From an optimization exercise on the open Yosys and OpenROAD flow, aimed at small area, a short achievable clock period and few clock cycles per item; shortcuts taken in it are not production practice. The RTL was checked by simulation tests, not by an equivalence proof against the original design.

==> flow/design.v <==
    function automatic logic [7:0] get_byte(input logic [127:0] b, input integer n);
        get_byte = b[8*(15-n) +: 8];
    endfunction
    function automatic logic [31:0] get_word(input logic [127:0] b, input integer k);
        get_word = {get_byte(b, k + 12), get_byte(b, k + 8), get_byte(b, k + 4), get_byte(b, k)};
    endfunction
    function automatic logic [7:0] rcon(input logic [3:0] i);
        case (i)
            4'd1:    rcon = 8'h01;
            4'd2:    rcon = 8'h02;
            4'd3:    rcon = 8'h04;
            4'd4:    rcon = 8'h08;
            4'd5:    rcon = 8'h10;
            4'd6:    rcon = 8'h20;
            4'd7:    rcon = 8'h40;
            4'd8:    rcon = 8'h80;
            4'd9:    rcon = 8'h1b;
            4'd10:   rcon = 8'h36;
            default: rcon = 8'h00;
        endcase
    endfunction
`timescale 1ns/1ps
module aes_dec_regs (
    input  logic         clk,
    input  logic         avs_read_i,
    input  logic         avs_write_i,
    input  logic [3:0]   avs_address_i,
    input  logic [31:0]  avs_writedata_i,
    input  logic         decrypt_busy_i,
    input  logic         key_ready_i,
    input  logic [127:0] plaintext_i,
    output logic [31:0]  avs_readdata_o,
    output logic         avs_waitrequest_o,
    output logic         expand_start_o,
    output logic         key_write_o,
    output logic         decrypt_start_o,
    output logic [127:0] cipher_key_o,
    output logic [127:0] ciphertext_o
);
    function automatic logic [7:0] get_byte(input logic [127:0] b, input integer n);
        get_byte = b[8*(15-n) +: 8];
    endfunction
    function automatic logic [31:0] get_word(input logic [127:0] b, input integer k);
        get_word = {get_byte(b, k + 12), get_byte(b, k + 8), get_byte(b, k + 4), get_byte(b, k)};
    endfunction
    function automatic logic [7:0] rcon(input logic [3:0] i);
        case (i)
            4'd1:    rcon = 8'h01;
            4'd2:    rcon = 8'h02;
            4'd3:    rcon = 8'h04;
            4'd4:    rcon = 8'h08;
            4'd5:    rcon = 8'h10;
            4'd6:    rcon = 8'h20;
            4'd7:    rcon = 8'h40;
            4'd8:    rcon = 8'h80;
            4'd9:    rcon = 8'h1b;
            4'd10:   rcon = 8'h36;
            default: rcon = 8'h00;
        endcase
    endfunction
    logic [3:0]   addr;
    logic         sel_key;
    logic         sel_ct;
    logic         sel_exp;
    logic         sel_dec;
    logic         wr_acc;
    logic [127:0] key_q;
    logic [127:0] ct_q;
    assign addr    = avs_address_i;
    assign sel_key = (addr[3:2] == 2'd0);
    assign sel_ct  = (addr[3:2] == 2'd1);
    assign sel_exp = (addr == 4'(8));
    assign sel_dec = (addr == 4'(9));
    assign avs_waitrequest_o = (avs_read_i  && sel_key && decrypt_busy_i) ||
                               (avs_write_i && (sel_key || sel_exp) && decrypt_busy_i) ||
                               (avs_write_i && sel_dec && !key_ready_i);
    assign wr_acc          = avs_write_i && !avs_waitrequest_o;
    assign expand_start_o  = wr_acc && sel_exp;
    assign decrypt_start_o = wr_acc && sel_dec;
    assign key_write_o     = wr_acc && sel_key;
    always_ff @(posedge clk) begin
        for (int k = 0; k < 4; k++) begin
            for (int i = 0; i < 4; i++) begin
                if (wr_acc && sel_key && addr[1:0] == 2'(k)) begin
                    key_q[8*(15-(k+4*i)) +: 8] <= avs_writedata_i[8*i +: 8];
                end
                if (wr_acc && sel_ct && addr[1:0] == 2'(k)) begin
                    ct_q[8*(15-(k+4*i)) +: 8] <= avs_writedata_i[8*i +: 8];
                end
            end
        end
    end
    assign cipher_key_o = key_q;
    assign ciphertext_o = ct_q;
    always_comb begin
        avs_readdata_o = '0;
        if (sel_key) begin
            avs_readdata_o = get_word(plaintext_i, addr[1:0]);
        end
    end
endmodule
`timescale 1ns/1ps
module aes_key_expand (
    input  logic         clk,
    input  logic         rst_n,
    input  logic         expand_start_i,
    input  logic         decrypt_start_i,
    input  logic         decrypt_busy_i,
    input  logic         key_write_i,
    input  logic [127:0] cipher_key_i,
    output logic         key_ready_o,
    output logic         last_round_o,
    output logic [127:0] whiten_key_o,
    output logic [127:0] round_key_o
);
    function automatic logic [7:0] get_byte(input logic [127:0] b, input integer n);
        get_byte = b[8*(15-n) +: 8];
    endfunction
    function automatic logic [31:0] get_word(input logic [127:0] b, input integer k);
        get_word = {get_byte(b, k + 12), get_byte(b, k + 8), get_byte(b, k + 4), get_byte(b, k)};
    endfunction
    function automatic logic [7:0] rcon(input logic [3:0] i);
        case (i)
            4'd1:    rcon = 8'h01;
            4'd2:    rcon = 8'h02;
            4'd3:    rcon = 8'h04;
            4'd4:    rcon = 8'h08;
            4'd5:    rcon = 8'h10;
            4'd6:    rcon = 8'h20;
            4'd7:    rcon = 8'h40;
            4'd8:    rcon = 8'h80;
            4'd9:    rcon = 8'h1b;
            4'd10:   rcon = 8'h36;
            default: rcon = 8'h00;
        endcase
    endfunction
    localparam logic [3:0] LAST_IDX = 4'(10);
    logic [127:0] rk_q;      
    logic [3:0]   idx_q;
    logic         clean_q;   
    logic         walk;      
    logic         last;      
    logic         fast;      
    logic         fwd;       
    logic         fwd_q;     
    logic         fast_q;    
    logic         step_back;
    logic         busy_d;
    logic [3:0]   idx_d;
    logic         clean_d;
    logic [31:0]  k0, k1, k2, k3p;
    logic [31:0]  sub_in;
    logic [31:0]  sub;
    logic [31:0]  t;
    logic [127:0] nxt_key;
    assign {k0, k1, k2, k3p} = rk_q;
    assign walk      = !decrypt_busy_i && (idx_q != LAST_IDX);
    assign last      = decrypt_busy_i && (idx_q == 4'd1);
    assign fast      = last && clean_q;
    assign fwd       = walk || fast;
    assign step_back = decrypt_start_i || (decrypt_busy_i && idx_q != 4'd1);
    assign sub_in = fwd_q ? (k2 ^ k3p) : k3p;
    for (genvar i = 0; i < 4; i++) begin : g_sbox
        aes_sbox u_sbox (.x(sub_in[8*((i+3)%4) +: 8]), .y(sub[8*i +: 8]));
    end
    assign t = k0 ^ sub ^ {rcon(fwd_q ? idx_q + 4'd1 : idx_q), 24'h000000};
    assign nxt_key = {t,
                      k1 ^ (fwd ? t : k0),
                      k1 ^ k2 ^ (fwd ? t : 32'h0),
                      k2 ^ k3p ^ (fwd ? 32'h0 : k1)};
    always_comb begin
        if (expand_start_i) begin
            idx_d = 4'd0;
        end else if (step_back) begin
            idx_d = idx_q - 4'd1;
        end else if (fwd) begin
            idx_d = idx_q + 4'd1;
        end else begin
            idx_d = idx_q;
        end
    end
    assign clean_d = expand_start_i || (clean_q && !key_write_i);
    assign busy_d = decrypt_start_i || (decrypt_busy_i && !last);
    always_ff @(posedge clk) begin
        if (!rst_n) begin
            idx_q   <= LAST_IDX;
            clean_q <= 1'b0;
            fwd_q   <= 1'b0;
            fast_q  <= 1'b0;
        end else begin
            idx_q   <= idx_d;
            clean_q <= clean_d;
            fwd_q   <= (!busy_d && idx_d != LAST_IDX) || (busy_d && idx_d == 4'd1 && clean_d);
            fast_q  <= busy_d && idx_d == 4'd1 && clean_d;
        end
    end
    always_ff @(posedge clk) begin
        if (expand_start_i) begin
            rk_q <= {cipher_key_i[127:32], cipher_key_i[63:32] ^ cipher_key_i[31:0]};
        end else if (step_back || fwd) begin
            rk_q <= nxt_key;
        end
    end
    assign key_ready_o  = (idx_q == LAST_IDX) && !decrypt_busy_i;
    assign last_round_o = (idx_q == 4'd1);
    assign whiten_key_o = {k0, k1, k2, k2 ^ k3p};
    assign round_key_o  = {fast_q ? cipher_key_i[127:96] : t, k0 ^ k1, k1 ^ k2, k3p};
endmodule
`timescale 1ns/1ps
module aes_dec_core (
    input  logic         clk,
    input  logic         rst_n,
    input  logic         decrypt_start_i,
    input  logic         last_round_i,
    input  logic [127:0] ciphertext_i,
    input  logic [127:0] whiten_key_i,
    input  logic [127:0] round_key_i,
    output logic         decrypt_busy_o,
    output logic [127:0] plaintext_o
);
    function automatic logic [7:0] get_byte(input logic [127:0] b, input integer n);
        get_byte = b[8*(15-n) +: 8];
    endfunction
    function automatic logic [31:0] get_word(input logic [127:0] b, input integer k);
        get_word = {get_byte(b, k + 12), get_byte(b, k + 8), get_byte(b, k + 4), get_byte(b, k)};
    endfunction
    function automatic logic [7:0] rcon(input logic [3:0] i);
        case (i)
            4'd1:    rcon = 8'h01;
            4'd2:    rcon = 8'h02;
            4'd3:    rcon = 8'h04;
            4'd4:    rcon = 8'h08;
            4'd5:    rcon = 8'h10;
            4'd6:    rcon = 8'h20;
            4'd7:    rcon = 8'h40;
            4'd8:    rcon = 8'h80;
            4'd9:    rcon = 8'h1b;
            4'd10:   rcon = 8'h36;
            default: rcon = 8'h00;
        endcase
    endfunction
    logic         busy_q;
    logic [127:0] state_q;
    logic [127:0] imc;
    logic [127:0] sub_in;
    logic [127:0] nxt;
    for (genvar c = 0; c < 4; c++) begin : g_imc
        aes_imc_col u_imc (
            .a({state_q[127-32*c-24 -: 8], state_q[127-32*c-16 -: 8],
                state_q[127-32*c-8 -: 8], state_q[127-32*c -: 8]}),
            .y({imc[127-32*c-24 -: 8], imc[127-32*c-16 -: 8],
                imc[127-32*c-8 -: 8], imc[127-32*c -: 8]})
        );
    end
    assign sub_in = busy_q ? imc : (ciphertext_i ^ whiten_key_i);
    for (genvar r = 0; r < 4; r++) begin : g_row
        for (genvar c = 0; c < 4; c++) begin : g_col
            aes_inv_sbox_ark u_isbox (
                .x({round_key_i[8*(15-(r+4*c)) +: 8],
                    sub_in[8*(15-(r+4*((c+4-r)%4))) +: 8]}),
                .y(nxt[8*(15-(r+4*c)) +: 8])
            );
        end
    end
    always_ff @(posedge clk) begin
        if (!rst_n) begin
            busy_q <= 1'b0;
        end else if (decrypt_start_i) begin
            busy_q <= 1'b1;
        end else if (last_round_i) begin
            busy_q <= 1'b0;
        end
    end
    always_ff @(posedge clk) begin
        if (decrypt_start_i || busy_q) begin
            state_q <= nxt;
        end
    end
    assign decrypt_busy_o = busy_q;
    assign plaintext_o    = state_q;
endmodule
module aes_g_xor(input logic a, input logic b, output logic y);
    assign y = a ^ b;
endmodule
module aes_g_xnor(input logic a, input logic b, output logic y);
    assign y = ~(a ^ b);
endmodule
module aes_g_and(input logic a, input logic b, output logic y);
    assign y = a & b;
endmodule
module aes_g_nand(input logic a, input logic b, output logic y);
    assign y = ~(a & b);
endmodule
module aes_g_or(input logic a, input logic b, output logic y);
    assign y = a | b;
endmodule
module aes_g_nor(input logic a, input logic b, output logic y);
    assign y = ~(a | b);
endmodule
module aes_g_andn(input logic a, input logic b, output logic y);
    assign y = ~a & b;
endmodule
module aes_g_nandn(input logic a, input logic b, output logic y);
    assign y = a | ~b;
endmodule
module aes_inv_sbox_ark (
    input  logic [15:0] x,
    output logic [7:0] y
);
    logic P0, P1, P2, P3, P4, P5, P6, P7, P8, P9, P10, P11;
    logic P12, P13, P14, P15, P16, P17, P18, P19, P20, P21, P22, P23;
    logic P24, P25, P26, P27, P28, P29, M1, M2, M3, M4, M5, M6;
    logic M7, M8, M9, M10, M11, M12, M13, M14, M15, M16, M17, M18;
    logic M19, M20, M21, M22, M23, M24, M25, M26, M27, M28, M29, M30;
    logic M31, M32, M33, M34, M35, M36, M37, M38, M39, M40, M41, M42;
    logic M43, M44, M45, M46, M47, M48, M49, M50, M51, M52, M53, M54;
    logic M55, M56, M57, M58, M59, M60, M61, M62, M63, Q0, Q1, Q2;
    logic Q3, Q4, Q5, Q6, Q7, Q8, Q9, Q10, Q11, Q12, Q13, Q14;
    logic Q15, Q16, Q17, Q18, Q19, Q20, Q21, Q22, Q23, Q24, Q25, Q26;
    logic Q27, Q28, Q29, Q30, Q31, Q32, Q33, Q34, Q35, Q36, Q37, Q38;
    logic Q39, Q40, Q41, Q42;
    aes_g_xor u0 (.a(x[4]), .b(x[6]), .y(P0));
    aes_g_xor u1 (.a(x[0]), .b(x[1]), .y(P1));
    aes_g_xnor u2 (.a(x[3]), .b(x[4]), .y(P2));
    aes_g_xor u3 (.a(x[6]), .b(x[7]), .y(P3));
    aes_g_xor u4 (.a(P0), .b(P1), .y(P4));
    aes_g_xor u5 (.a(x[2]), .b(x[5]), .y(P5));
    aes_g_xor u6 (.a(x[0]), .b(x[3]), .y(P6));
    aes_g_xor u7 (.a(x[3]), .b(x[6]), .y(P7));
    aes_g_xor u8 (.a(x[7]), .b(P0), .y(P8));
    aes_g_xor u9 (.a(P1), .b(P3), .y(P9));
    aes_g_xor u10 (.a(x[1]), .b(x[2]), .y(P10));
    aes_g_xor u11 (.a(x[0]), .b(x[5]), .y(P11));
    aes_g_xor u12 (.a(x[2]), .b(x[3]), .y(P12));
    aes_g_xor u13 (.a(x[2]), .b(x[7]), .y(P13));
    aes_g_xnor u14 (.a(x[4]), .b(x[7]), .y(P14));
    aes_g_xor u15 (.a(x[1]), .b(x[5]), .y(P15));
    aes_g_xnor u16 (.a(P3), .b(P6), .y(P16));
    aes_g_xor u17 (.a(x[7]), .b(P5), .y(P17));
    aes_g_xnor u18 (.a(x[5]), .b(P2), .y(P18));
    aes_g_xor u19 (.a(P7), .b(P15), .y(P19));
    aes_g_xor u20 (.a(P1), .b(P7), .y(P20));
    aes_g_xor u21 (.a(P0), .b(P11), .y(P21));
    aes_g_xor u22 (.a(P1), .b(P2), .y(P22));
    aes_g_xnor u23 (.a(P2), .b(P10), .y(P23));
    aes_g_xnor u24 (.a(P0), .b(P5), .y(P24));
    aes_g_xnor u25 (.a(x[0]), .b(P2), .y(P25));
    aes_g_xor u26 (.a(P4), .b(P13), .y(P26));
    aes_g_xor u27 (.a(P9), .b(P12), .y(P27));
    aes_g_xor u28 (.a(x[3]), .b(P8), .y(P28));
    aes_g_xnor u29 (.a(x[5]), .b(P4), .y(P29));
    aes_g_nor u30 (.a(P9), .b(P24), .y(M1));
    aes_g_nor u31 (.a(P14), .b(P8), .y(M2));
    aes_g_xnor u32 (.a(P27), .b(M1), .y(M3));
    aes_g_nor u33 (.a(P4), .b(P17), .y(M4));
    aes_g_xor u34 (.a(M4), .b(M1), .y(M5));
    aes_g_nor u35 (.a(P22), .b(P19), .y(M6));
    aes_g_nor u36 (.a(P0), .b(P25), .y(M7));
    aes_g_xnor u37 (.a(P21), .b(M6), .y(M8));
    aes_g_nor u38 (.a(P20), .b(P29), .y(M9));
    aes_g_xor u39 (.a(M9), .b(M6), .y(M10));
    aes_g_nor u40 (.a(P2), .b(P26), .y(M11));
    aes_g_nor u41 (.a(P28), .b(P23), .y(M12));
    aes_g_xor u42 (.a(M12), .b(M11), .y(M13));
    aes_g_nor u43 (.a(P3), .b(P16), .y(M14));
    aes_g_xor u44 (.a(M14), .b(M11), .y(M15));
    aes_g_xor u45 (.a(M3), .b(M2), .y(M16));
    aes_g_xnor u46 (.a(M5), .b(P6), .y(M17));
    aes_g_xor u47 (.a(M8), .b(M7), .y(M18));
    aes_g_xor u48 (.a(M10), .b(M15), .y(M19));
    aes_g_xor u49 (.a(M16), .b(M13), .y(M20));
    aes_g_xor u50 (.a(M17), .b(M15), .y(M21));
    aes_g_xor u51 (.a(M18), .b(M13), .y(M22));
    aes_g_xnor u52 (.a(M19), .b(P18), .y(M23));
    aes_g_xnor u53 (.a(M22), .b(M23), .y(M24));
    aes_g_nand u54 (.a(M22), .b(M20), .y(M25));
    aes_g_xor u55 (.a(M21), .b(M25), .y(M26));
    aes_g_xnor u56 (.a(M20), .b(M21), .y(M27));
    aes_g_xor u57 (.a(M23), .b(M25), .y(M28));
    aes_g_nor u58 (.a(M28), .b(M27), .y(M29));
    aes_g_nor u59 (.a(M26), .b(M24), .y(M30));
    aes_g_nand u60 (.a(M20), .b(M23), .y(M31));
    aes_g_nor u61 (.a(M27), .b(M31), .y(M32));
    aes_g_xor u62 (.a(M27), .b(M25), .y(M33));
    aes_g_nand u63 (.a(M21), .b(M22), .y(M34));
    aes_g_nor u64 (.a(M24), .b(M34), .y(M35));
    aes_g_xor u65 (.a(M24), .b(M25), .y(M36));
    aes_g_xnor u66 (.a(M21), .b(M29), .y(M37));
    aes_g_xnor u67 (.a(M32), .b(M33), .y(M38));
    aes_g_xnor u68 (.a(M23), .b(M30), .y(M39));
    aes_g_xnor u69 (.a(M35), .b(M36), .y(M40));
    aes_g_xnor u70 (.a(M38), .b(M40), .y(M41));
    aes_g_xnor u71 (.a(M37), .b(M39), .y(M42));
    aes_g_xnor u72 (.a(M37), .b(M38), .y(M43));
    aes_g_xnor u73 (.a(M39), .b(M40), .y(M44));
    aes_g_xnor u74 (.a(M42), .b(M41), .y(M45));
    aes_g_nor u75 (.a(M44), .b(P24), .y(M46));
    aes_g_nor u76 (.a(M40), .b(P8), .y(M47));
    aes_g_nor u77 (.a(M39), .b(P17), .y(M48));
    aes_g_nor u78 (.a(M43), .b(P19), .y(M49));
    aes_g_nor u79 (.a(M38), .b(P25), .y(M50));
    aes_g_nor u80 (.a(M37), .b(P29), .y(M51));
    aes_g_nor u81 (.a(M42), .b(P26), .y(M52));
    aes_g_nor u82 (.a(M45), .b(P23), .y(M53));
    aes_g_nor u83 (.a(M41), .b(P16), .y(M54));
    aes_g_nor u84 (.a(M44), .b(P9), .y(M55));
    aes_g_nor u85 (.a(M40), .b(P14), .y(M56));
    aes_g_nor u86 (.a(M39), .b(P4), .y(M57));
    aes_g_nor u87 (.a(M43), .b(P22), .y(M58));
    aes_g_nor u88 (.a(M38), .b(P0), .y(M59));
    aes_g_nor u89 (.a(M37), .b(P20), .y(M60));
    aes_g_nor u90 (.a(M42), .b(P2), .y(M61));
    aes_g_nor u91 (.a(M45), .b(P28), .y(M62));
    aes_g_nor u92 (.a(M41), .b(P3), .y(M63));
    aes_g_xor u93 (.a(M52), .b(M61), .y(Q0));
    aes_g_xor u94 (.a(M58), .b(Q0), .y(Q1));
    aes_g_xor u95 (.a(M59), .b(Q1), .y(Q2));
    aes_g_xor u96 (.a(M54), .b(M62), .y(Q3));
    aes_g_xor u97 (.a(M47), .b(M50), .y(Q4));
    aes_g_xor u98 (.a(M48), .b(M56), .y(Q5));
    aes_g_xor u99 (.a(Q2), .b(Q3), .y(Q6));
    aes_g_xor u100 (.a(M57), .b(M63), .y(Q7));
    aes_g_xor u101 (.a(M60), .b(Q4), .y(Q8));
    aes_g_xor u102 (.a(M49), .b(Q5), .y(Q9));
    aes_g_xor u103 (.a(M46), .b(M51), .y(Q10));
    aes_g_xor u104 (.a(M50), .b(M53), .y(Q11));
    aes_g_xor u105 (.a(Q8), .b(Q9), .y(Q12));
    aes_g_xor u106 (.a(Q2), .b(Q11), .y(Q13));
    aes_g_xor u107 (.a(M59), .b(x[14]), .y(Q14));
    aes_g_xor u108 (.a(M54), .b(M63), .y(Q15));
    aes_g_xor u109 (.a(M48), .b(x[12]), .y(Q16));
    aes_g_xor u110 (.a(M51), .b(x[15]), .y(Q17));
    aes_g_xor u111 (.a(M57), .b(x[13]), .y(Q18));
    aes_g_xor u112 (.a(x[10]), .b(Q4), .y(Q19));
    aes_g_xor u113 (.a(M55), .b(M61), .y(Q20));
    aes_g_xor u114 (.a(Q5), .b(Q7), .y(Q21));
    aes_g_xor u115 (.a(M49), .b(Q17), .y(Q22));
    aes_g_xor u116 (.a(M55), .b(Q15), .y(Q23));
    aes_g_xor u117 (.a(M49), .b(x[9]), .y(Q24));
    aes_g_xor u118 (.a(x[8]), .b(Q7), .y(Q25));
    aes_g_xor u119 (.a(M46), .b(Q16), .y(Q26));
    aes_g_xor u120 (.a(Q10), .b(Q19), .y(Q27));
    aes_g_xor u121 (.a(Q14), .b(Q23), .y(Q28));
    aes_g_xor u122 (.a(x[11]), .b(Q10), .y(Q29));
    aes_g_xor u123 (.a(Q20), .b(Q25), .y(Q30));
    aes_g_xor u124 (.a(M62), .b(Q24), .y(Q31));
    aes_g_xor u125 (.a(Q3), .b(Q12), .y(Q32));
    aes_g_xor u126 (.a(Q21), .b(Q29), .y(Q33));
    aes_g_xor u127 (.a(Q0), .b(Q12), .y(Q34));
    aes_g_xor u128 (.a(Q1), .b(Q18), .y(Q35));
    aes_g_xor u129 (.a(Q28), .b(Q34), .y(Q36));
    aes_g_xor u130 (.a(Q32), .b(Q35), .y(Q37));
    aes_g_xor u131 (.a(Q13), .b(Q33), .y(Q38));
    aes_g_xor u132 (.a(Q13), .b(Q31), .y(Q39));
    aes_g_xor u133 (.a(Q6), .b(Q26), .y(Q40));
    aes_g_xor u134 (.a(Q6), .b(Q22), .y(Q41));
    aes_g_xor u135 (.a(Q6), .b(Q27), .y(Q42));
    assign y[0] = Q30;
    assign y[1] = Q39;
    assign y[2] = Q42;
    assign y[3] = Q38;
    assign y[4] = Q40;
    assign y[5] = Q37;
    assign y[6] = Q36;
    assign y[7] = Q41;
endmodule
module aes_sbox (
    input  logic [7:0] x,
    output logic [7:0] y
);
    logic T1, T2, T3, T4, T5, T6, T7, T8, T9, T10, T11, T12;
    logic T13, T14, T15, T16, T17, T18, T19, T20, T21, T22, T23, T24;
    logic T25, T26, T27, M1, M2, M3, M4, M5, M6, M7, M8, M9;
    logic M10, M11, M12, M13, M14, M15, M16, M17, M18, M19, M20, M21;
    logic M22, M23, M24, M25, M26, M27, M28, M29, M30, M31, M32, M33;
    logic M34, M35, M36, M37, M38, M39, M40, M41, M42, M43, M44, M45;
    logic M46, M47, M48, M49, M50, M51, M52, M53, M54, M55, M56, M57;
    logic M58, M59, M60, M61, M62, M63, L0, L1, L2, L3, L4, L5;
    logic L6, L7, L8, L9, L10, L11, L12, L13, L14, L15, L16, L17;
    logic L18, L19, L20, L21, L22, L23, L24, L25, L26, L27, L28, L29;
    logic S0, S1, S2, S3, S4, S5, S6, S7;
    aes_g_xnor u0 (.a(x[7]), .b(x[4]), .y(T1));
    aes_g_xnor u1 (.a(x[7]), .b(x[2]), .y(T2));
    aes_g_xnor u2 (.a(x[7]), .b(x[1]), .y(T3));
    aes_g_xnor u3 (.a(x[4]), .b(x[2]), .y(T4));
    aes_g_xor u4 (.a(x[3]), .b(x[1]), .y(T5));
    aes_g_xor u5 (.a(T1), .b(T5), .y(T6));
    aes_g_xor u6 (.a(x[6]), .b(x[5]), .y(T7));
    aes_g_xor u7 (.a(x[0]), .b(T6), .y(T8));
    aes_g_xnor u8 (.a(x[0]), .b(T7), .y(T9));
    aes_g_xor u9 (.a(T6), .b(T7), .y(T10));
    aes_g_xor u10 (.a(x[6]), .b(x[2]), .y(T11));
    aes_g_xor u11 (.a(x[5]), .b(x[2]), .y(T12));
    aes_g_xnor u12 (.a(T3), .b(T4), .y(T13));
    aes_g_xnor u13 (.a(T6), .b(T11), .y(T14));
    aes_g_xnor u14 (.a(T5), .b(T11), .y(T15));
    aes_g_xnor u15 (.a(T5), .b(T12), .y(T16));
    aes_g_xnor u16 (.a(T9), .b(T16), .y(T17));
    aes_g_xor u17 (.a(x[4]), .b(x[0]), .y(T18));
    aes_g_xor u18 (.a(T7), .b(T18), .y(T19));
    aes_g_xor u19 (.a(T1), .b(T19), .y(T20));
    aes_g_xor u20 (.a(x[1]), .b(x[0]), .y(T21));
    aes_g_xnor u21 (.a(T7), .b(T21), .y(T22));
    aes_g_xnor u22 (.a(T2), .b(T22), .y(T23));
    aes_g_xor u23 (.a(T2), .b(T10), .y(T24));
    aes_g_xor u24 (.a(T20), .b(T17), .y(T25));
    aes_g_xor u25 (.a(T3), .b(T16), .y(T26));
    aes_g_xor u26 (.a(T1), .b(T12), .y(T27));
    aes_g_nor u27 (.a(T13), .b(T6), .y(M1));
    aes_g_nor u28 (.a(T23), .b(T8), .y(M2));
    aes_g_xor u29 (.a(T14), .b(M1), .y(M3));
    aes_g_nand u30 (.a(T19), .b(x[0]), .y(M4));
    aes_g_xnor u31 (.a(M4), .b(M1), .y(M5));
    aes_g_nor u32 (.a(T3), .b(T16), .y(M6));
    aes_g_nor u33 (.a(T22), .b(T9), .y(M7));
    aes_g_xor u34 (.a(T26), .b(M6), .y(M8));
    aes_g_nor u35 (.a(T20), .b(T17), .y(M9));
    aes_g_xor u36 (.a(M9), .b(M6), .y(M10));
    aes_g_nor u37 (.a(T1), .b(T15), .y(M11));
    aes_g_nor u38 (.a(T4), .b(T27), .y(M12));
    aes_g_xor u39 (.a(M12), .b(M11), .y(M13));
    aes_g_nor u40 (.a(T2), .b(T10), .y(M14));
    aes_g_xor u41 (.a(M14), .b(M11), .y(M15));
    aes_g_xor u42 (.a(M3), .b(M2), .y(M16));
    aes_g_xor u43 (.a(M5), .b(T24), .y(M17));
    aes_g_xor u44 (.a(M8), .b(M7), .y(M18));
    aes_g_xor u45 (.a(M10), .b(M15), .y(M19));
    aes_g_xor u46 (.a(M16), .b(M13), .y(M20));
    aes_g_xor u47 (.a(M17), .b(M15), .y(M21));
    aes_g_xor u48 (.a(M18), .b(M13), .y(M22));
    aes_g_xor u49 (.a(M19), .b(T25), .y(M23));
    aes_g_xnor u50 (.a(M22), .b(M23), .y(M24));
    aes_g_nand u51 (.a(M22), .b(M20), .y(M25));
    aes_g_xor u52 (.a(M21), .b(M25), .y(M26));
    aes_g_xnor u53 (.a(M20), .b(M21), .y(M27));
    aes_g_xor u54 (.a(M23), .b(M25), .y(M28));
    aes_g_nor u55 (.a(M28), .b(M27), .y(M29));
    aes_g_nor u56 (.a(M26), .b(M24), .y(M30));
    aes_g_nand u57 (.a(M20), .b(M23), .y(M31));
    aes_g_nor u58 (.a(M27), .b(M31), .y(M32));
    aes_g_xor u59 (.a(M27), .b(M25), .y(M33));
    aes_g_nand u60 (.a(M21), .b(M22), .y(M34));
    aes_g_nor u61 (.a(M24), .b(M34), .y(M35));
    aes_g_xor u62 (.a(M24), .b(M25), .y(M36));
    aes_g_xnor u63 (.a(M21), .b(M29), .y(M37));
    aes_g_xnor u64 (.a(M32), .b(M33), .y(M38));
    aes_g_xor u65 (.a(M23), .b(M30), .y(M39));
    aes_g_xnor u66 (.a(M35), .b(M36), .y(M40));
    aes_g_xnor u67 (.a(M38), .b(M40), .y(M41));
    aes_g_xor u68 (.a(M37), .b(M39), .y(M42));
    aes_g_xnor u69 (.a(M37), .b(M38), .y(M43));
    aes_g_xor u70 (.a(M39), .b(M40), .y(M44));
    aes_g_xnor u71 (.a(M42), .b(M41), .y(M45));
    aes_g_nor u72 (.a(M44), .b(T6), .y(M46));
    aes_g_nor u73 (.a(M40), .b(T8), .y(M47));
    aes_g_nand u74 (.a(M39), .b(x[0]), .y(M48));
    aes_g_nor u75 (.a(M43), .b(T16), .y(M49));
    aes_g_nor u76 (.a(M38), .b(T9), .y(M50));
    aes_g_nor u77 (.a(M37), .b(T17), .y(M51));
    aes_g_nor u78 (.a(M42), .b(T15), .y(M52));
    aes_g_nor u79 (.a(M45), .b(T27), .y(M53));
    aes_g_nor u80 (.a(M41), .b(T10), .y(M54));
    aes_g_nor u81 (.a(M44), .b(T13), .y(M55));
    aes_g_nor u82 (.a(M40), .b(T23), .y(M56));
    aes_g_nand u83 (.a(M39), .b(T19), .y(M57));
    aes_g_nor u84 (.a(M43), .b(T3), .y(M58));
    aes_g_nor u85 (.a(M38), .b(T22), .y(M59));
    aes_g_nor u86 (.a(M37), .b(T20), .y(M60));
    aes_g_nor u87 (.a(M42), .b(T1), .y(M61));
    aes_g_nor u88 (.a(M45), .b(T4), .y(M62));
    aes_g_nor u89 (.a(M41), .b(T2), .y(M63));
    aes_g_xor u90 (.a(M61), .b(M62), .y(L0));
    aes_g_xor u91 (.a(M50), .b(M56), .y(L1));
    aes_g_xnor u92 (.a(M46), .b(M48), .y(L2));
    aes_g_xor u93 (.a(M47), .b(M55), .y(L3));
    aes_g_xor u94 (.a(M54), .b(M58), .y(L4));
    aes_g_xor u95 (.a(M49), .b(M61), .y(L5));
    aes_g_xor u96 (.a(M62), .b(L5), .y(L6));
    aes_g_xor u97 (.a(M46), .b(L3), .y(L7));
    aes_g_xor u98 (.a(M51), .b(M59), .y(L8));
    aes_g_xor u99 (.a(M52), .b(M53), .y(L9));
    aes_g_xor u100 (.a(M53), .b(L4), .y(L10));
    aes_g_xor u101 (.a(M60), .b(L2), .y(L11));
    aes_g_xnor u102 (.a(M48), .b(M51), .y(L12));
    aes_g_xor u103 (.a(M50), .b(L0), .y(L13));
    aes_g_xor u104 (.a(M52), .b(M61), .y(L14));
    aes_g_xor u105 (.a(M55), .b(L1), .y(L15));
    aes_g_xor u106 (.a(M56), .b(L0), .y(L16));
    aes_g_xnor u107 (.a(M57), .b(L1), .y(L17));
    aes_g_xor u108 (.a(M58), .b(L8), .y(L18));
    aes_g_xor u109 (.a(M63), .b(L4), .y(L19));
    aes_g_xor u110 (.a(L0), .b(L1), .y(L20));
    aes_g_xor u111 (.a(L1), .b(L7), .y(L21));
    aes_g_xor u112 (.a(L3), .b(L12), .y(L22));
    aes_g_xor u113 (.a(L18), .b(L2), .y(L23));
    aes_g_xor u114 (.a(L15), .b(L9), .y(L24));
    aes_g_xor u115 (.a(L6), .b(L10), .y(L25));
    aes_g_xor u116 (.a(L7), .b(L9), .y(L26));
    aes_g_xor u117 (.a(L8), .b(L10), .y(L27));
    aes_g_xor u118 (.a(L11), .b(L14), .y(L28));
    aes_g_xor u119 (.a(L11), .b(L17), .y(L29));
    aes_g_xor u120 (.a(L6), .b(L24), .y(S0));
    aes_g_xnor u121 (.a(L16), .b(L26), .y(S1));
    aes_g_xnor u122 (.a(L19), .b(L28), .y(S2));
    aes_g_xor u123 (.a(L6), .b(L21), .y(S3));
    aes_g_xor u124 (.a(L20), .b(L22), .y(S4));
    aes_g_xor u125 (.a(L25), .b(L29), .y(S5));
    aes_g_xnor u126 (.a(L13), .b(L27), .y(S6));
    aes_g_xnor u127 (.a(L6), .b(L23), .y(S7));
    assign y[0] = S7;
    assign y[1] = S6;
    assign y[2] = S5;
    assign y[3] = S4;
    assign y[4] = S3;
    assign y[5] = S2;
    assign y[6] = S1;
    assign y[7] = S0;
endmodule
module aes_imc_col (
    input  logic [31:0] a,
    output logic [31:0] y
);
    logic T0, T1, T2, T3, T4, T5, T6, T7, T8, T9, T10, T11;
    logic T12, T13, T14, T15, T16, T17, T18, T19, T20, T21, T22, T23;
    logic T24, T25, T26, T27, T28, T29, T30, T31, T32, T33, T34, T35;
    logic T36, T37, T38, T39, T40, T41, T42, T43, T44, T45, T46, T47;
    logic T48, T49, T50, T51, T52, T53, T54, T55, T56, T57, T58, T59;
    logic T60, T61, T62, T63, T64, T65, T66, T67, T68, T69, T70, T71;
    logic T72, T73, T74, T75, T76, T77, T78, T79, T80, T81, T82, T83;
    logic T84, T85, T86, T87, T88, T89, T90, T91, T92, T93, T94, T95;
    logic T96, T97, T98, T99, T100, T101, T102, T103, T104, T105, T106, T107;
    logic T108, T109, T110, T111, T112, T113, T114, T115, T116, T117, T118, T119;
    logic T120, T121, T122, T123, T124, T125, T126, T127, T128, T129, T130, T131;
    logic T132, T133, T134, T135, T136, T137, T138, T139, T140, T141, T142, T143;
    logic T144, T145, T146, T147, T148, T149, T150, T151, T152, T153, T154, T155;
    logic T156, T157, T158, T159, T160, T161, T162, T163, T164, T165, T166, T167;
    logic T168, T169, T170, T171, T172;
    aes_g_xor u0 (.a(a[13]), .b(a[29]), .y(T0));
    aes_g_xor u1 (.a(a[5]), .b(a[21]), .y(T1));
    aes_g_xor u2 (.a(a[6]), .b(a[22]), .y(T2));
    aes_g_xor u3 (.a(a[14]), .b(a[30]), .y(T3));
    aes_g_xor u4 (.a(T0), .b(T1), .y(T4));
    aes_g_xor u5 (.a(a[11]), .b(a[23]), .y(T5));
    aes_g_xor u6 (.a(a[7]), .b(a[27]), .y(T6));
    aes_g_xor u7 (.a(a[19]), .b(a[31]), .y(T7));
    aes_g_xor u8 (.a(a[3]), .b(a[15]), .y(T8));
    aes_g_xor u9 (.a(a[18]), .b(T3), .y(T9));
    aes_g_xor u10 (.a(a[10]), .b(T2), .y(T10));
    aes_g_xor u11 (.a(a[1]), .b(T4), .y(T11));
    aes_g_xor u12 (.a(a[9]), .b(a[25]), .y(T12));
    aes_g_xor u13 (.a(a[4]), .b(a[20]), .y(T13));
    aes_g_xor u14 (.a(a[12]), .b(a[28]), .y(T14));
    aes_g_xor u15 (.a(a[0]), .b(a[16]), .y(T15));
    aes_g_xor u16 (.a(a[8]), .b(a[24]), .y(T16));
    aes_g_xor u17 (.a(a[26]), .b(T10), .y(T17));
    aes_g_xor u18 (.a(a[2]), .b(T9), .y(T18));
    aes_g_xor u19 (.a(T5), .b(T7), .y(T19));
    aes_g_xor u20 (.a(T6), .b(T8), .y(T20));
    aes_g_xor u21 (.a(a[17]), .b(T12), .y(T21));
    aes_g_xor u22 (.a(a[7]), .b(a[23]), .y(T22));
    aes_g_xor u23 (.a(a[15]), .b(a[31]), .y(T23));
    aes_g_xor u24 (.a(a[17]), .b(T2), .y(T24));
    aes_g_xor u25 (.a(T15), .b(T16), .y(T25));
    aes_g_xor u26 (.a(T13), .b(T14), .y(T26));
    aes_g_xor u27 (.a(T19), .b(T20), .y(T27));
    aes_g_xor u28 (.a(T3), .b(T4), .y(T28));
    aes_g_xor u29 (.a(T11), .b(T21), .y(T29));
    aes_g_xor u30 (.a(T17), .b(T18), .y(T30));
    aes_g_xor u31 (.a(T11), .b(T24), .y(T31));
    aes_g_xor u32 (.a(a[15]), .b(a[23]), .y(T32));
    aes_g_xor u33 (.a(a[7]), .b(a[31]), .y(T33));
    aes_g_xor u34 (.a(a[23]), .b(a[31]), .y(T34));
    aes_g_xor u35 (.a(a[7]), .b(a[15]), .y(T35));
    aes_g_xor u36 (.a(a[2]), .b(a[17]), .y(T36));
    aes_g_xor u37 (.a(T5), .b(T8), .y(T37));
    aes_g_xor u38 (.a(a[4]), .b(T7), .y(T38));
    aes_g_xor u39 (.a(T5), .b(T6), .y(T39));
    aes_g_xor u40 (.a(T15), .b(T23), .y(T40));
    aes_g_xor u41 (.a(T2), .b(T14), .y(T41));
    aes_g_xor u42 (.a(T3), .b(T13), .y(T42));
    aes_g_xor u43 (.a(T2), .b(T16), .y(T43));
    aes_g_xor u44 (.a(T16), .b(T22), .y(T44));
    aes_g_xor u45 (.a(T0), .b(T8), .y(T45));
    aes_g_xor u46 (.a(T1), .b(T23), .y(T46));
    aes_g_xor u47 (.a(T0), .b(T22), .y(T47));
    aes_g_xor u48 (.a(a[26]), .b(T25), .y(T48));
    aes_g_xor u49 (.a(T1), .b(T39), .y(T49));
    aes_g_xor u50 (.a(T4), .b(T43), .y(T50));
    aes_g_xor u51 (.a(a[6]), .b(T26), .y(T51));
    aes_g_xor u52 (.a(a[22]), .b(T26), .y(T52));
    aes_g_xor u53 (.a(T17), .b(T40), .y(T53));
    aes_g_xor u54 (.a(T18), .b(T44), .y(T54));
    aes_g_xor u55 (.a(T27), .b(T41), .y(T55));
    aes_g_xor u56 (.a(T28), .b(T32), .y(T56));
    aes_g_xor u57 (.a(T27), .b(T42), .y(T57));
    aes_g_xor u58 (.a(a[13]), .b(a[30]), .y(T58));
    aes_g_xor u59 (.a(a[5]), .b(a[22]), .y(T59));
    aes_g_xor u60 (.a(a[4]), .b(a[28]), .y(T60));
    aes_g_xor u61 (.a(a[7]), .b(a[30]), .y(T61));
    aes_g_xor u62 (.a(a[1]), .b(a[9]), .y(T62));
    aes_g_xor u63 (.a(a[12]), .b(a[20]), .y(T63));
    aes_g_xor u64 (.a(a[1]), .b(a[25]), .y(T64));
    aes_g_xor u65 (.a(a[21]), .b(a[29]), .y(T65));
    aes_g_xor u66 (.a(a[14]), .b(a[23]), .y(T66));
    aes_g_xor u67 (.a(a[5]), .b(a[14]), .y(T67));
    aes_g_xor u68 (.a(a[8]), .b(a[16]), .y(T68));
    aes_g_xor u69 (.a(a[3]), .b(a[10]), .y(T69));
    aes_g_xor u70 (.a(a[2]), .b(a[19]), .y(T70));
    aes_g_xor u71 (.a(a[15]), .b(a[30]), .y(T71));
    aes_g_xor u72 (.a(a[12]), .b(a[21]), .y(T72));
    aes_g_xor u73 (.a(a[0]), .b(a[8]), .y(T73));
    aes_g_xor u74 (.a(a[11]), .b(a[18]), .y(T74));
    aes_g_xor u75 (.a(a[5]), .b(a[28]), .y(T75));
    aes_g_xor u76 (.a(a[16]), .b(a[24]), .y(T76));
    aes_g_xor u77 (.a(a[9]), .b(a[24]), .y(T77));
    aes_g_xor u78 (.a(a[9]), .b(a[26]), .y(T78));
    aes_g_xor u79 (.a(a[14]), .b(a[31]), .y(T79));
    aes_g_xor u80 (.a(a[25]), .b(T3), .y(T80));
    aes_g_xor u81 (.a(T7), .b(T69), .y(T81));
    aes_g_xor u82 (.a(T15), .b(T33), .y(T82));
    aes_g_xor u83 (.a(T34), .b(T68), .y(T83));
    aes_g_xor u84 (.a(a[24]), .b(T15), .y(T84));
    aes_g_xor u85 (.a(a[12]), .b(T13), .y(T85));
    aes_g_xor u86 (.a(a[29]), .b(T63), .y(T86));
    aes_g_xor u87 (.a(a[16]), .b(T35), .y(T87));
    aes_g_xor u88 (.a(T33), .b(T76), .y(T88));
    aes_g_xor u89 (.a(T6), .b(T12), .y(T89));
    aes_g_xor u90 (.a(a[0]), .b(T35), .y(T90));
    aes_g_xor u91 (.a(T7), .b(T75), .y(T91));
    aes_g_xor u92 (.a(a[28]), .b(T13), .y(T92));
    aes_g_xor u93 (.a(a[21]), .b(T58), .y(T93));
    aes_g_xor u94 (.a(T6), .b(T14), .y(T94));
    aes_g_xor u95 (.a(a[13]), .b(T59), .y(T95));
    aes_g_xor u96 (.a(a[27]), .b(T36), .y(T96));
    aes_g_xor u97 (.a(a[29]), .b(T67), .y(T97));
    aes_g_xor u98 (.a(T12), .b(T70), .y(T98));
    aes_g_xor u99 (.a(T3), .b(T12), .y(T99));
    aes_g_xor u100 (.a(a[20]), .b(T14), .y(T100));
    aes_g_xor u101 (.a(a[6]), .b(T65), .y(T101));
    aes_g_xor u102 (.a(a[0]), .b(T34), .y(T102));
    aes_g_xor u103 (.a(a[13]), .b(T60), .y(T103));
    aes_g_xor u104 (.a(a[8]), .b(T82), .y(T104));
    aes_g_xor u105 (.a(T9), .b(T25), .y(T105));
    aes_g_xor u106 (.a(T38), .b(T94), .y(T106));
    aes_g_xor u107 (.a(a[20]), .b(T45), .y(T107));
    aes_g_xor u108 (.a(T19), .b(T92), .y(T108));
    aes_g_xor u109 (.a(T10), .b(T96), .y(T109));
    aes_g_xor u110 (.a(T45), .b(T72), .y(T110));
    aes_g_xor u111 (.a(a[25]), .b(T83), .y(T111));
    aes_g_xor u112 (.a(T20), .b(T74), .y(T112));
    aes_g_xor u113 (.a(T4), .b(T81), .y(T113));
    aes_g_xor u114 (.a(T46), .b(T61), .y(T114));
    aes_g_xor u115 (.a(T10), .b(T64), .y(T115));
    aes_g_xor u116 (.a(T88), .b(T99), .y(T116));
    aes_g_xor u117 (.a(T37), .b(T98), .y(T117));
    aes_g_xor u118 (.a(T24), .b(T78), .y(T118));
    aes_g_xor u119 (.a(T37), .b(T100), .y(T119));
    aes_g_xor u120 (.a(T46), .b(T66), .y(T120));
    aes_g_xor u121 (.a(T47), .b(T79), .y(T121));
    aes_g_xor u122 (.a(T77), .b(T90), .y(T122));
    aes_g_xor u123 (.a(T36), .b(T80), .y(T123));
    aes_g_xor u124 (.a(T20), .b(T85), .y(T124));
    aes_g_xor u125 (.a(T19), .b(T25), .y(T125));
    aes_g_xor u126 (.a(T9), .b(T62), .y(T126));
    aes_g_xor u127 (.a(T21), .b(T73), .y(T127));
    aes_g_xor u128 (.a(T47), .b(T71), .y(T128));
    aes_g_xor u129 (.a(T11), .b(T116), .y(T129));
    aes_g_xor u130 (.a(T50), .b(T102), .y(T130));
    aes_g_xor u131 (.a(T28), .b(T117), .y(T131));
    aes_g_xor u132 (.a(T89), .b(T105), .y(T132));
    aes_g_xor u133 (.a(T18), .b(T106), .y(T133));
    aes_g_xor u134 (.a(T49), .b(T103), .y(T134));
    aes_g_xor u135 (.a(T52), .b(T121), .y(T135));
    aes_g_xor u136 (.a(T51), .b(T128), .y(T136));
    aes_g_xor u137 (.a(T109), .b(T125), .y(T137));
    aes_g_xor u138 (.a(T52), .b(T114), .y(T138));
    aes_g_xor u139 (.a(T48), .b(T112), .y(T139));
    aes_g_xor u140 (.a(T51), .b(T120), .y(T140));
    aes_g_xor u141 (.a(T18), .b(T119), .y(T141));
    aes_g_xor u142 (.a(T38), .b(T110), .y(T142));
    aes_g_xor u143 (.a(T50), .b(T87), .y(T143));
    aes_g_xor u144 (.a(T49), .b(T86), .y(T144));
    aes_g_xor u145 (.a(T28), .b(T104), .y(T145));
    aes_g_xor u146 (.a(T17), .b(T124), .y(T146));
    aes_g_xor u147 (.a(T91), .b(T107), .y(T147));
    aes_g_xor u148 (.a(T17), .b(T108), .y(T148));
    aes_g_xor u149 (.a(T11), .b(T137), .y(T149));
    aes_g_xor u150 (.a(T55), .b(T93), .y(T150));
    aes_g_xor u151 (.a(T53), .b(T123), .y(T151));
    aes_g_xor u152 (.a(T29), .b(T146), .y(T152));
    aes_g_xor u153 (.a(T54), .b(T118), .y(T153));
    aes_g_xor u154 (.a(T53), .b(T126), .y(T154));
    aes_g_xor u155 (.a(T56), .b(T84), .y(T155));
    aes_g_xor u156 (.a(T56), .b(T127), .y(T156));
    aes_g_xor u157 (.a(T30), .b(T142), .y(T157));
    aes_g_xor u158 (.a(T30), .b(T147), .y(T158));
    aes_g_xor u159 (.a(T29), .b(T148), .y(T159));
    aes_g_xor u160 (.a(T55), .b(T97), .y(T160));
    aes_g_xor u161 (.a(T31), .b(T139), .y(T161));
    aes_g_xor u162 (.a(T48), .b(T131), .y(T162));
    aes_g_xor u163 (.a(T30), .b(T144), .y(T163));
    aes_g_xor u164 (.a(T29), .b(T133), .y(T164));
    aes_g_xor u165 (.a(T54), .b(T115), .y(T165));
    aes_g_xor u166 (.a(T30), .b(T134), .y(T166));
    aes_g_xor u167 (.a(T31), .b(T122), .y(T167));
    aes_g_xor u168 (.a(T29), .b(T141), .y(T168));
    aes_g_xor u169 (.a(T57), .b(T101), .y(T169));
    aes_g_xor u170 (.a(T31), .b(T111), .y(T170));
    aes_g_xor u171 (.a(T113), .b(T132), .y(T171));
    aes_g_xor u172 (.a(T57), .b(T95), .y(T172));
    assign y[0] = T143;
    assign y[1] = T156;
    assign y[2] = T154;
    assign y[3] = T149;
    assign y[4] = T168;
    assign y[5] = T157;
    assign y[6] = T172;
    assign y[7] = T140;
    assign y[8] = T155;
    assign y[9] = T170;
    assign y[10] = T153;
    assign y[11] = T171;
    assign y[12] = T159;
    assign y[13] = T163;
    assign y[14] = T150;
    assign y[15] = T135;
    assign y[16] = T130;
    assign y[17] = T129;
    assign y[18] = T151;
    assign y[19] = T161;
    assign y[20] = T164;
    assign y[21] = T158;
    assign y[22] = T169;
    assign y[23] = T138;
    assign y[24] = T145;
    assign y[25] = T167;
    assign y[26] = T165;
    assign y[27] = T162;
    assign y[28] = T152;
    assign y[29] = T166;
    assign y[30] = T160;
    assign y[31] = T136;
endmodule
`timescale 1ns/1ps
module aes_dec_top (
    input  logic        clk,
    input  logic        rst_n,
    input  logic        avs_read_i,
    input  logic        avs_write_i,
    input  logic [3:0]  avs_address_i,
    input  logic [31:0] avs_writedata_i,
    output logic [31:0] avs_readdata_o,
    output logic        avs_waitrequest_o
);
    logic         expand_start;
    logic         key_write;
    logic         decrypt_start;
    logic         decrypt_busy;
    logic         key_ready;
    logic         last_round;
    logic [127:0] cipher_key;
    logic [127:0] ciphertext;
    logic [127:0] plaintext;
    logic [127:0] whiten_key;
    logic [127:0] round_key;
    aes_dec_regs i_aes_dec_regs (
        .clk               (clk),
        .avs_read_i        (avs_read_i),
        .avs_write_i       (avs_write_i),
        .avs_address_i     (avs_address_i),
        .avs_writedata_i   (avs_writedata_i),
        .decrypt_busy_i    (decrypt_busy),
        .key_ready_i       (key_ready),
        .plaintext_i       (plaintext),
        .avs_readdata_o    (avs_readdata_o),
        .avs_waitrequest_o (avs_waitrequest_o),
        .expand_start_o    (expand_start),
        .key_write_o       (key_write),
        .decrypt_start_o   (decrypt_start),
        .cipher_key_o      (cipher_key),
        .ciphertext_o      (ciphertext)
    );
    aes_key_expand i_aes_key_expand (
        .clk             (clk),
        .rst_n           (rst_n),
        .expand_start_i  (expand_start),
        .decrypt_start_i (decrypt_start),
        .decrypt_busy_i  (decrypt_busy),
        .key_write_i     (key_write),
        .cipher_key_i    (cipher_key),
        .key_ready_o     (key_ready),
        .last_round_o    (last_round),
        .whiten_key_o    (whiten_key),
        .round_key_o     (round_key)
    );
    aes_dec_core i_aes_dec_core (
        .clk             (clk),
        .rst_n           (rst_n),
        .decrypt_start_i (decrypt_start),
        .last_round_i    (last_round),
        .ciphertext_i    (ciphertext),
        .whiten_key_i    (whiten_key),
        .round_key_i     (round_key),
        .decrypt_busy_o  (decrypt_busy),
        .plaintext_o     (plaintext)
    );
endmodule
==> flow/run.sh <==
#!/bin/bash
# synth_recipe.tcl (not shown) runs the flow's synth.tcl, then flattens the netlist and writes it again
# the make line also repeats each setting of config.mk as NAME=value (left out here)
make -C /OpenROAD-flow-scripts/flow DESIGN_CONFIG=/design/flow/config.mk WORK_HOME=/design/flow/orfs CLKGATE_MAP_FILE= SYNTH_SCRIPT=/design/flow/synth_recipe.tcl finish
==> flow/config.mk <==
export PLATFORM = sky130hd
export DESIGN_NAME = aes_dec_top
export DESIGN_NICKNAME = aes_dec_top
export VERILOG_FILES = /design/flow/design.v
export SDC_FILE = /design/flow/constraint.sdc
export NUM_CORES = 8
export LEC_CHECK = 0
export CAP_MARGIN = 20
export CORE_MARGIN = 2
export CORE_UTILIZATION = 30
export SETUP_SLACK_MARGIN = 1.4
export SLEW_MARGIN = 20
export SYNTH_HIERARCHICAL = 1
export TNS_END_PERCENT = 5
==> flow/constraint.sdc <==
create_clock -name core_clock -period 9.0 [get_ports {clk}]
set_input_delay 1.8000 -clock core_clock [delete_from_list [all_inputs] [get_ports {clk}]]
set_output_delay 1.8000 -clock core_clock [all_outputs]
set_load 0.01 [all_outputs]
==> results of run 1 <==
[placed cells by master (no fill, tap or decap), types with 7 or more instances in the layout]
cell type and count:
nand2_1 427, inv_1 13, clkdlybuf4s50_1 70, xor2_1 2339
mux2_2 52, bufinv_16 7, buf_4 80, o21ai_2 94
ha_1 8, edfxtp_1 512, xnor2_1 620, o21ai_1 37
xor2_2 94, nor2_1 620, nor2b_1 40, xor2_4 25
o31ai_1 7, clkinv_1 10, clkinvlp_4 7, o21ai_0 108
clkbuf_1 13, clkbuf_16 61, mux4_2 29, xnor2_2 45
nor3_1 10
[Yosys stat by module (local to each module, per instance), excerpt]
module / flops+latches / cells inside
aes_imc_col: 0 / 32
aes_g_xnor: 0 / 1
aes_sbox: 0 / 8
aes_dec_core: 129 / 545
aes_key_expand: 135 / 989
aes_g_nor: 0 / 1
aes_dec_regs: 256 / 355
aes_g_xor: 0 / 1
aes_g_nand: 0 / 1
aes_inv_sbox_ark: 0 / 8
[worst reg2reg max path: stages (launching register included)]
cell      delay [ps]
edfxtp_1         600
xor2_2           320
xor2_1           360
xor2_1           270
xor2_1           270
xor2_1           370
nand2_1          120
o21ai_2          210
xor2_4           330
xor2_2           330
xor2_1           140
nor2_1           220
xor2_1           270
xor2_1           260
xnor2_2          160
xnor2_1          320
nor2_1           130
xnor2_2          330
xnor2_1          190
nor2_1           210
xor2_1           290
xor2_1           310
xor2_1           340
xor2_1           370
xor2_2           440
[through the flow]
step | area, sq um | instances | setup WS (ps)
after floorplan | 53500 | 5557 | 2230
after global placement | 55000 | 7662 | 509
after detailed placement | 55000 | 7662 | 477
after CTS | 57400 | 7773 | 1250
after global routing | 58800 | 7803 | 1240
final | 58800 | 7804 | 1590
[cell usage after synthesis, types with 2 or more instances]
cell      number  area, sq um
a21boi_1       3         22.5
mux4_2        29          653
ha_1           8          100
o21ai_0      120          601
xor2_1      2457        21500
inv_1         13         48.8
nor2_1       624         2340
nor4b_1        5         43.8
mux4_1         3         78.8
and4_1         2         17.5
buf_1          5         18.8
buf_4        295         2210
nand3_1        4         20.0
o31ai_1        7         52.6
mux2_2        52          586
xnor2_1      665         5820
nor4_1         2         12.5
nor3_1        12         60.1
or2_2          2         12.5
o21a_1         5         37.5
a21oi_1        6         30.0
mux2i_1        2         20.0
buf_6         22          248
dfxtp_1        8          160
nand3b_1       3         22.5
nor2b_1       40          250
buf_2         14         70.1
and3b_1        3         26.3
nand2b_1       6         37.5
or3_1          2         12.5
o21ai_2       84          736
edfxtp_1     512        15400
clkbuf_1      40          150
o31a_1         2         17.5
and3_1         3         18.8
or3b_4         2         22.5
o21bai_1       2         15.0
a31oi_1        3         18.8
nand2_1      427         1600
nor3b_1        5         37.5
o21ai_1       35          175
[registers in the layout, summed over array words and instances (netlist names)]
name	flops
i_aes_key_expand.idx_q	4
i_aes_dec_core.state_q	128
i_aes_key_expand.fast_q	1
i_aes_dec_core.busy_q	1
i_aes_key_expand.clean_q	1
i_aes_key_expand.fwd_q	1
i_aes_dec_regs.key_q	128
i_aes_dec_regs.ct_q	128
i_aes_key_expand.rk_q	128
[routing by layer]
metal  track usage [%]  wire length [um]
met1              25.5             76500
met2              31.3             82600
met3              2.46             10500
met4              5.25              5770
met5                 0               216
[layout make-up]
cell class	instances	area, sq um	share of cell area, %
multi-input combinational	4647	36900	62.7
timing repair buffer	156	1410	2.41
inverter	13	48.8	0.0830
tap	2355	2950	5.01
antenna	2	5.00	0.00851
sequential	520	15500	26.4
clock buffer	74	1580	2.68
clock inverter	37	395	0.673
[final timing paths]
kind,from,endpoint,slack [ps],depth (start not counted)
worst max-delay path,i_aes_dec_core.state_q[95],i_aes_dec_core.state_q[11],1590,24
worst min register to register,i_aes_dec_regs.key_q[76],i_aes_key_expand.rk_q[76],530,2
worst max register to register,i_aes_dec_core.state_q[95],i_aes_dec_core.state_q[11],1590,24
worst min-delay path,i_aes_dec_regs.key_q[76],i_aes_key_expand.rk_q[76],530,2
[what timing repair did]
item                                   CTS  global route
buffers inserted                         0            28
setup endpoints to repair               84           116
gates resized for setup                 52           157
endpoints found under the hold margin    0             0
pin swaps                                2            11
[cell families after synthesis]
kind of cell	after synthesis	share of synthesized area (%)
mux	86	2.50
flops	520	29.0
compound gates	277	3.36
xor+xnor	3123	51.1
fa+ha+maj	8	0.187
simple gates	1153	8.67
buf+inv	390	5.16
==> impl_metrics.env, run 1 <==
export IMPL_initial_utilization_pct=30.1
export IMPL_clock_root_buffer="clkbuf_16"
export IMPL_place_hpwl_um=141000
export IMPL_rsz0062_at_grt="yes"
export IMPL_fin_setup_tns_ps=0
export IMPL_required_ps=9410
export IMPL_cp_slowest_cell="edfxtp_1"
export IMPL_run_status="no timing/DRC/antenna violations"
export IMPL_drv_slew=0
export IMPL_ant_nets=0
export IMPL_drive_above_1_share_pct=9.93
export IMPL_wl_um=176000
export IMPL_finalSetupViolCount=0
export IMPL_maxCapViolCount=0
export IMPL_cts_hold_buf=0
export IMPL_route_detailed_drc=0
export IMPL_final_core_util_pct=33.1
export IMPL_fillers=18000
export IMPL_grt_util_all_layers_pct=18.9
export IMPL_vias_per_cell=4.66
export IMPL_worst_setup_path_end_kind="flop"
export IMPL_io_pins=73
export IMPL_core_area_sq_um=178000
export IMPL_max_slew_margin_rel_pct=10.3
export IMPL_startpoint_type="flop"
export IMPL_yosysUniqueCellTypes=64
export IMPL_avgSynthCellArea_sq_um=9.63
export IMPL_vias=36400
export IMPL_first_pass_iters=5
export IMPL_path_cells="xor2_2 > xor2_1 > xor2_1 > xor2_1 > xor2_1 > nand2_1 > o21ai_2 > xor2_4 > xor2_2 > xor2_1 > nor2_1 > xor2_1 > xor2_1 > xnor2_2 > xnor2_1 > nor2_1 > xnor2_2 > xnor2_1 > nor2_1 > xor2_1 > xor2_1 > xor2_1 > xor2_1 > xor2_2"
export IMPL_fmax_ghz=0.135
export IMPL_arrival_ps=7820
export IMPL_die_h_um=426
export IMPL_min_period_ps=7410
export IMPL_ys_warnings_count=9
export IMPL_wire_per_inst_um=22.5
export IMPL_hp_class="flop to flop"
export IMPL_clock_sinks=520
export IMPL_timing_hold_ws_ps=527
export IMPL_synthesis_instances=5557
export IMPL_grt_max_degree=102
export IMPL_syn_to_final_growth_pct=9.79
export IMPL_path_buf_inv=0
export IMPL_worstSkewPairLatency_ps=660
export IMPL_num_rows=155
export IMPL_final_nets=5447
export IMPL_antenna_found_initial=10
export IMPL_ys_seq_area_share_pct=29.0
export IMPL_cts_tree="yes"
export IMPL_period_share_pct=82.3
export IMPL_die_area_sq_um=182000
export IMPL_cts_buffers=61
export IMPL_drt_iter0_markers=3585
export IMPL_ys_seq_elements=520
export IMPL_dieWidth_um=426
export IMPL_port_buffers=72
export IMPL_grt_ovfl_total=0
export IMPL_syn_cell_area_sq_um=53500
export IMPL_cp_top_family="XOR/XNOR gates"
export IMPL_cts_buffer_depth=3
export IMPL_cp_max_fo=6
export IMPL_cpMostUsedCell="xor2_1"
export IMPL_cts_clk_slew_worst_paths_ps=70
export IMPL_tightest_slew_ps=1330
export IMPL_synth_edff_count=512
export IMPL_crit_type="flop to flop"
export IMPL_async_flop_share_pct=0
export IMPL_synth_fp_nets=5605
export IMPL_synth_main_ff_cell="edfxtp_1"
export IMPL_clock_skew_final_ps=24.3
export IMPL_gp_congestion=0.970
export IMPL_h_tree_depth=2
export IMPL_grt_pass1_wl_um=252000
export IMPL_grt_pass1_vias=36400
export IMPL_slowest_delay_ps=600
export IMPL_hold_viol=0
Testbench counts, summed over its fixed seeds: cycles 18,222, blocks 895.
==> run 2: changes to the inputs <==
--- a/flow/config.mk
+++ b/flow/config.mk
@@ -12,3 +12,2 @@
 export SLEW_MARGIN = 20
 export SYNTH_HIERARCHICAL = 1
-export TNS_END_PERCENT = 5
==> impl_metrics.env, run 2 <==
export IMPL_antenna_found_initial=11
export IMPL_num_rows=155
export IMPL_min_period_ps=7300
export IMPL_layout_common_cells="xor2_1 (2,320), nor2_1 (620), xnor2_1 (611)"
export IMPL_grt_pass1_wl_um=253000
export IMPL_stdcell_count=7811
export IMPL_startpoint_type="flop"
export IMPL_syn_to_final_growth_pct=10.5
export IMPL_ant_nets=0
export IMPL_drv_slew=0
export IMPL_worstSkewPairLatency_ps=670
export IMPL_avgSynthCellArea_sq_um=9.63
export IMPL_cts_hold_buf=0
export IMPL_port_buffers=72
export IMPL_tightest_slew_ps=1120
export IMPL_critical_path_startpoint="i_aes_dec_core.state_q[95]"
export IMPL_synth_common_cells="xor2_1 (2,457), xnor2_1 (665), nor2_1 (624)"
export IMPL_ys_seq_area_share_pct=29.0
export IMPL_die_h_um=426
export IMPL_grt_max_degree=102
export IMPL_vias=36400
export IMPL_path_cells="xor2_2 > xor2_1 > xor2_1 > xor2_1 > xor2_1 > nand2_1 > o21ai_2 > xor2_4 > xor2_2 > xor2_1 > nor2_1 > xor2_1 > xor2_1 > xnor2_1 > xor2_1 > xnor2_1 > xnor2_1 > xnor2_1 > nor2_1 > xor2_1 > xor2_1 > xor2_1"
export IMPL_clock_skew_final_ps=21.8
export IMPL_ys_warnings_count=9
export IMPL_ys_seq_elements=520
export IMPL_vias_per_cell=4.66
export IMPL_reg2reg_depth=22
export IMPL_grt_ovfl_total=0
export IMPL_synthMuxAreaShare_pct=2.50
export IMPL_cp_max_fo=6
export IMPL_r2r_end="i_aes_dec_core.state_q[13]"
export IMPL_yosysUniqueCellTypes=64
export IMPL_synthAdderAreaFrac_pct=0.187
export IMPL_grt_pass1_vias=36400
export IMPL_cpMostUsedCell="xor2_1"
export IMPL_hp_class="flop to flop"
export IMPL_cp_endpoint="i_aes_dec_core.state_q[13]"
export IMPL_cp_top_family="XOR/XNOR gates"
export IMPL_wire_per_inst_um=22.6
export IMPL_drive_above_1_share_pct=10.6
export IMPL_max_slew_margin_rel_pct=24.6
export IMPL_route_detailed_drc=0
export IMPL_h_tree_depth=2
export IMPL_first_pass_iters=5
export IMPL_fin_setup_tns_ps=0
export IMPL_timing_final_ws_setup_ps=1700
export IMPL_final_core_util_pct=33.3
export IMPL_cp_slowest_cell="xor2_1"
export IMPL_slowest_delay_ps=610
export IMPL_maxCapViolCount=0
export IMPL_cts_buffer_depth=3
export IMPL_synth_area_leader_cell="xor2_1"
export IMPL_drt_iter0_markers=3497
export IMPL_final_nets=5453
export IMPL_crit_type="flop to flop"
export IMPL_grt_util_all_layers_pct=18.9
export IMPL_dieWidth_um=426
export IMPL_path_buf_inv=0
export IMPL_synth_top_area_share_pct=40.2
export IMPL_r2r_slack_ps=1700
export IMPL_synthesis_instances=5557
export IMPL_synth_main_ff_cell="edfxtp_1"
export IMPL_clock_sinks=520
export IMPL_r2r_start="i_aes_dec_core.state_q[95]"
export IMPL_place_ws_ps=477
export IMPL_synth_fp_nets=5605
export IMPL_fillers=18000
export IMPL_io_pins=73
export IMPL_cts_buffers=61
export IMPL_synth_area_leaders="xor2_1 (40%), edfxtp_1 (29%), xnor2_1 (11%)"
export IMPL_dpl_cell_count=7662
export IMPL_finalSetupViolCount=0
export IMPL_syn_cell_area_sq_um=53500
export IMPL_hold_viol=0
export IMPL_run_status="no timing/DRC/antenna violations"
export IMPL_synth_edff_count=512
export IMPL_clock_root_buffer="clkbuf_16"
export IMPL_async_flop_share_pct=0
export IMPL_synth_top_family_by_area="XOR/XNOR gates"
export IMPL_wl_um=176000
export IMPL_timing_hold_ws_ps=526
export IMPL_cts_tree="yes"
export IMPL_final_area_sq_um=59100
export IMPL_arrival_ps=7660
export IMPL_worst_setup_path_end_kind="flop"
export IMPL_yosysMostFrequentCell="xor2_1"
export IMPL_required_ps=9360
export IMPL_period_share_pct=81.1
export IMPL_final_common_cell="xor2_1"
export IMPL_core_area_sq_um=178000
export IMPL_synthSimpleGateAreaFrac_pct=8.67
export IMPL_crit_cells=22
export IMPL_initial_utilization_pct=30.1
export IMPL_die_area_sq_um=182000
export IMPL_fmax_ghz=0.137
export IMPL_synth_compound_area_share_pct=3.36
export IMPL_synth_xor_area_share_pct=51.1
export IMPL_place_hpwl_um=141000
export IMPL_cts_clk_slew_worst_paths_ps=60
export IMPL_rsz0062_at_grt="yes"
export IMPL_place_area_sq_um=55000
export IMPL_gp_congestion=0.970
run 2: worst min-delay path by stage:
| stage | startpoint | to | slack [ps] | cells past startpoint |
|---|---|---|---|---|
| final | i_aes_dec_regs.key_q[86] | i_aes_key_expand.rk_q[86] | 530 | 2 |
| after global routing | i_aes_dec_regs.key_q[72] | i_aes_key_expand.rk_q[72] | 540 | 2 |
| after CTS | i_aes_dec_regs.key_q[72] | i_aes_key_expand.rk_q[72] | 520 | 2 |
| after detailed placement | i_aes_dec_regs.key_q[72] | i_aes_key_expand.rk_q[72] | 510 | 2 |
| after global placement | i_aes_dec_regs.key_q[87] | i_aes_key_expand.rk_q[87] | 500 | 2 |
| after floorplan | i_aes_dec_regs.key_q[91] | i_aes_key_expand.rk_q[91] | 500 | 2 |
run 2: cell type report:
| cell class | count | area [sq um] | area share (%) |
|---|---|---|---|
| flip-flops and latches | 520 | 15500 | 26.3 |
| diodes | 3 | 7.51 | 0.0127 |
| multi-input cells | 4647 | 37200 | 62.8 |
| well taps | 2355 | 2950 | 4.98 |
| repair buffers | 162 | 1460 | 2.47 |
| inverters | 13 | 48.8 | 0.0825 |
| clock buffers | 74 | 1580 | 2.66 |
| clock inverters | 37 | 395 | 0.669 |
run 2: worst reg2reg max path, stage by stage (launching register included):
cell and delay (ps):
edfxtp_1 600, xor2_2 320, xor2_1 360, xor2_1 280, xor2_1 280, xor2_1 360
nand2_1 110, o21ai_2 220, xor2_4 330, xor2_2 330, xor2_1 140, nor2_1 220
xor2_1 280, xor2_1 480, xnor2_1 220, xor2_1 190, xnor2_1 480, xnor2_1 240
xnor2_1 140, nor2_1 240, xor2_1 360, xor2_1 220, xor2_1 610
run 2: cells by family after synthesis:
family | count (synthesis)
compound gates | 277
mux | 86
flops | 520
xor+xnor | 3123
fa+ha+maj | 8
buf+inv | 390
simple gates | 1153
run 2: timing repair:
action / 4_1_cts / 5_1_grt
pin swaps: 3 / 14
gates resized for setup: 64 / 187
endpoints found under the hold margin: 0 / 0
endpoints found under the setup margin: 84 / 113
buffers inserted: 1 / 33
run 2: per-layer routing:
| metal | up-vias | GRT usage [%] | share of wire [%] |
|---|---|---|---|
| met3 | 204 | 2.55 | 6.3 |
| met2 | 1149 | 31.3 | 47 |
| met1 | 18000 | 25.5 | 43 |
| li1 | 17100 | - | - |
| met4 | 2 | 5.28 | 3.2 |
| met5 | - | 0 | 0.0074 |
run 2: per-module statistics from Yosys (local to each module, per instance), a selection:
module / flops+latches / times used / cells inside / area (sq um)
aes_sbox: 0 / 4 / 8 / 60.1
aes_g_nor: 0 / 608 / 1 / 3.75
aes_inv_sbox_ark: 0 / 16 / 8 / 60.1
aes_g_nand: 0 / 72 / 1 / 3.75
aes_g_xnor: 0 / 480 / 1 / 8.76
aes_g_xor: 0 / 2220 / 1 / 8.76

==> static timing again, ports no longer ideal <==
The flow's constraints put no driver on any port. The routed layouts listed below were extracted and timed again, unchanged, in two steps. Step 1 assumes that a clkbuf_16 drives the clock port and a buf_2 every other input. Step 2 times the ports against the registers' clock, not the clock port: input delays grow and output delays shrink by t, the midpoint of the rising clock arrivals with the driver on. a / b / c = no drivers / after step 1 / after step 2; a / b = the first two.
| run | shift t [ns] | setup WS [ns] | slew at the worst register clock pin (ns) | worst slew at a driven data input, ns |
|---|---|---|---|---|
| run 1 | 0.738 | 1.590 / 1.590 / 1.590 | 0.07 / 0.07 | 0.10 |
| run 2 | 0.742 | 1.697 / 1.697 / 1.697 | 0.07 / 0.07 | 0.11 |
After both steps setup and hold are still met in every run listed.
